From an optimization exercise on the open Yosys and OpenROAD flow, aimed at small area; shortcuts taken in it are not production practice.
The RTL was checked by simulation tests, not by an equivalence proof against the original design.
No activity file was given, so power comes from the tool's default toggle rates. No driver is modelled on the clock port, so clocking that relies on it looks cheaper here than on a real chip.

## branch_predictor
module branch_predictor #(
   parameter  int unsigned DATA_LEN = 32,
   parameter  int unsigned ENTRIES  = 32,
   localparam int unsigned IDX_LEN  = $clog2(ENTRIES),
   localparam int unsigned TAG_LEN  = DATA_LEN - IDX_LEN - 2
) (
   input  logic                clk,
   input  logic                reset,
   input  logic [DATA_LEN-1:0] if_pc,
   output logic                pred_taken,
   output logic [DATA_LEN-1:0] pred_target,
   input  logic                flush,
   input  logic                upd_valid,
   input  logic [DATA_LEN-1:0] upd_pc,
   input  logic                upd_is_jal,
   input  logic                upd_taken,
   input  logic [DATA_LEN-1:0] upd_target,
   input  logic                upd_pred_taken,
   input  logic [DATA_LEN-1:0] upd_pred_target
);
   logic [ENTRIES-1:0]  valid_q;
   logic [TAG_LEN-1:0]  tag_q    [ENTRIES];
   logic [1:0]          ctr_q    [ENTRIES];
   logic [DATA_LEN-1:0] target_q [ENTRIES];
   logic [IDX_LEN-1:0]  lk_idx;
   logic [TAG_LEN-1:0]  lk_tag;
   logic                lk_hit;
   logic [IDX_LEN-1:0]  up_idx;
   logic [TAG_LEN-1:0]  up_tag;
   logic                up_hit;
   logic                up_en;
   logic                wr_all;
   logic                wr_ctr;
   logic [1:0]          ctr_cur;
   logic [1:0]          ctr_next;
   logic                unused_bits;
   assign unused_bits = ^{if_pc[1:0], upd_pc[1:0], upd_pred_taken, upd_pred_target};
   assign lk_idx = if_pc[IDX_LEN+1:2];
   assign lk_tag = if_pc[DATA_LEN-1:IDX_LEN+2];
   assign up_idx = upd_pc[IDX_LEN+1:2];
   assign up_tag = upd_pc[DATA_LEN-1:IDX_LEN+2];
   logic [ENTRIES-1:0]  lk_sel;
  ...
==> flow/config.mk <==
export PLATFORM = sky130hd
export DESIGN_NAME = branch_predictor
export DESIGN_NICKNAME = branch_predictor
export VERILOG_FILES = /design/flow/design.v
export SDC_FILE = /design/flow/constraint.sdc
export NUM_CORES = 4
export LEC_CHECK = 0
export CAP_MARGIN = 20
export CORE_MARGIN = 2
export CORE_UTILIZATION = 55
export CTS_CLUSTER_DIAMETER = 100
export CTS_CLUSTER_SIZE = 30
export SETUP_SLACK_MARGIN = 0
export SLEW_MARGIN = 20
export SYNTH_HIERARCHICAL = 1
export BUFFER_PORTS_ARGS = -buffer_cell sky130_fd_sc_hd__buf_1
export CTS_ARGS = -sink_clustering_enable -repair_clock_nets -sink_clustering_size 30 -sink_clustering_max_diameter 100 -dont_use_dummy_load
==> flow/constraint.sdc <==
create_clock -name core_clock -period 12.0 [get_ports {clk}]
set_input_delay 2.4000 -clock core_clock [delete_from_list [all_inputs] [get_ports {clk}]]
set_output_delay 2.4000 -clock core_clock [all_outputs]
set_load 0.01 [all_outputs]
standard.sh (not shown) runs the stock make flow with config.mk's settings and CLKGATE_MAP_FILE= SYNTH_SCRIPT=/design/flow/synth_recipe.tcl, a recipe that flattens the netlist after the stock synthesis.
==> flow/flow/run.sh <==
#!/bin/bash
# Standard layout with two changes: the port buffers are buf_1 cells, and
# clock tree synthesis builds larger sink clusters without dummy loads.
set -e
cp standard.sh standard_sh.txt
cat >> config.mk <<'EOC'
export BUFFER_PORTS_ARGS = -buffer_cell sky130_fd_sc_hd__buf_1
export CTS_ARGS = -sink_clustering_enable -repair_clock_nets -sink_clustering_size 30 -sink_clustering_max_diameter 100 -dont_use_dummy_load
EOC
bash standard.sh > standard.log 2>&1
Edit:
==> flow/flow/run.sh (replaced) <==
#!/bin/bash
# Standard layout with two changes: the port buffers are buf_1 cells, and
# clock tree synthesis builds larger sink clusters without dummy loads.
set -e
cat >> config.mk <<'EOC'
export BUFFER_PORTS_ARGS = -buffer_cell sky130_fd_sc_hd__buf_1
export CTS_ARGS = -sink_clustering_enable -repair_clock_nets -sink_clustering_size 26 -sink_clustering_max_diameter 80 -dont_use_dummy_load
EOC
bash standard.sh > standard.log 2>&1
==> flow/config.mk (replaced) <==
export PLATFORM = sky130hd
export DESIGN_NAME = branch_predictor
export DESIGN_NICKNAME = branch_predictor
export VERILOG_FILES = /design/flow/design.v
export SDC_FILE = /design/flow/constraint.sdc
export NUM_CORES = 4
export LEC_CHECK = 0
export CAP_MARGIN = 5
export CORE_MARGIN = 2
export CORE_UTILIZATION = 62
export CTS_CLUSTER_DIAMETER = 80
export CTS_CLUSTER_SIZE = 26
export SETUP_SLACK_MARGIN = 0
export SLEW_MARGIN = 5
export SYNTH_HIERARCHICAL = 1
export BUFFER_PORTS_ARGS = -buffer_cell sky130_fd_sc_hd__buf_1
export CTS_ARGS = -sink_clustering_enable -repair_clock_nets -sink_clustering_size 26 -sink_clustering_max_diameter 80 -dont_use_dummy_load
Outcome: Core utilization is higher by 7.1 points. Routed wire length fell by 3.8%. Maximum frequency went up by 5.9%. Synthesized area does not change. Register-to-register slack gets worse by 0.69 ns. Setup slack improved by 0.61 ns. Final cell count came out lower by 2.3%. Power goes up by 1.3%. Design area decreases by 0.45%. Sequential cell count is unchanged. First-iteration DRC count rises by about 6%.
Edit:
--- a/flow/config.mk
+++ b/flow/config.mk
@@ -7,5 +7,5 @@
 export LEC_CHECK = 0
-export CAP_MARGIN = 5
+export CAP_MARGIN = 10
 export CORE_MARGIN = 2
-export CORE_UTILIZATION = 62
+export CORE_UTILIZATION = 55
 export CTS_CLUSTER_DIAMETER = 80
@@ -13,3 +13,3 @@
 export SETUP_SLACK_MARGIN = 0
-export SLEW_MARGIN = 5
+export SLEW_MARGIN = 10
 export SYNTH_HIERARCHICAL = 1
Result: Global-route usage goes down by 4.3 points. Fmax goes down by 5.9%. Setup slack degrades by 0.64 ns. Total power goes up by 0.60%. Synthesized cell count does not change. Utilization goes down by 7.0 points. First-iteration DRC count goes down by 6.9%. Wire length goes up by 3.7%.

-- afterwards: timing with drivers on the ports --
Ports are ideal in the flow. The routed layouts listed here were re-timed in OpenROAD. Step 1 sets driving cells, clkbuf_16 on the clock port and buf_2 on the other inputs (assumed; they add their load-dependent delay and slew). Step 2 times the ports against the registers' clock, not the clock port: input delays grow and output delays shrink by t, the midpoint of the rising clock arrivals with the driver on. Three values: ideal ports, drivers, drivers and shift; two values: the first two.
| run | t (ns) | slack for setup (ns) | worst slew at a driven data input, ns | pins driven straight from the clock port |
|---|---|---|---|---|
| the first run | 0.786 | 1.131 / 1.104 / 1.104 | 0.19 | 1 |
| the second run | 0.797 | 1.738 / 1.613 / 1.613 | 0.27 | 1 |
| the third run | 0.793 | 1.099 / 1.075 / 1.075 | 0.18 | 1 |
After both steps every run listed still meets setup and hold. The setup slack of the second run, which loses most, moves by -0.125 ns with the drivers and by -0.125 ns with both steps.
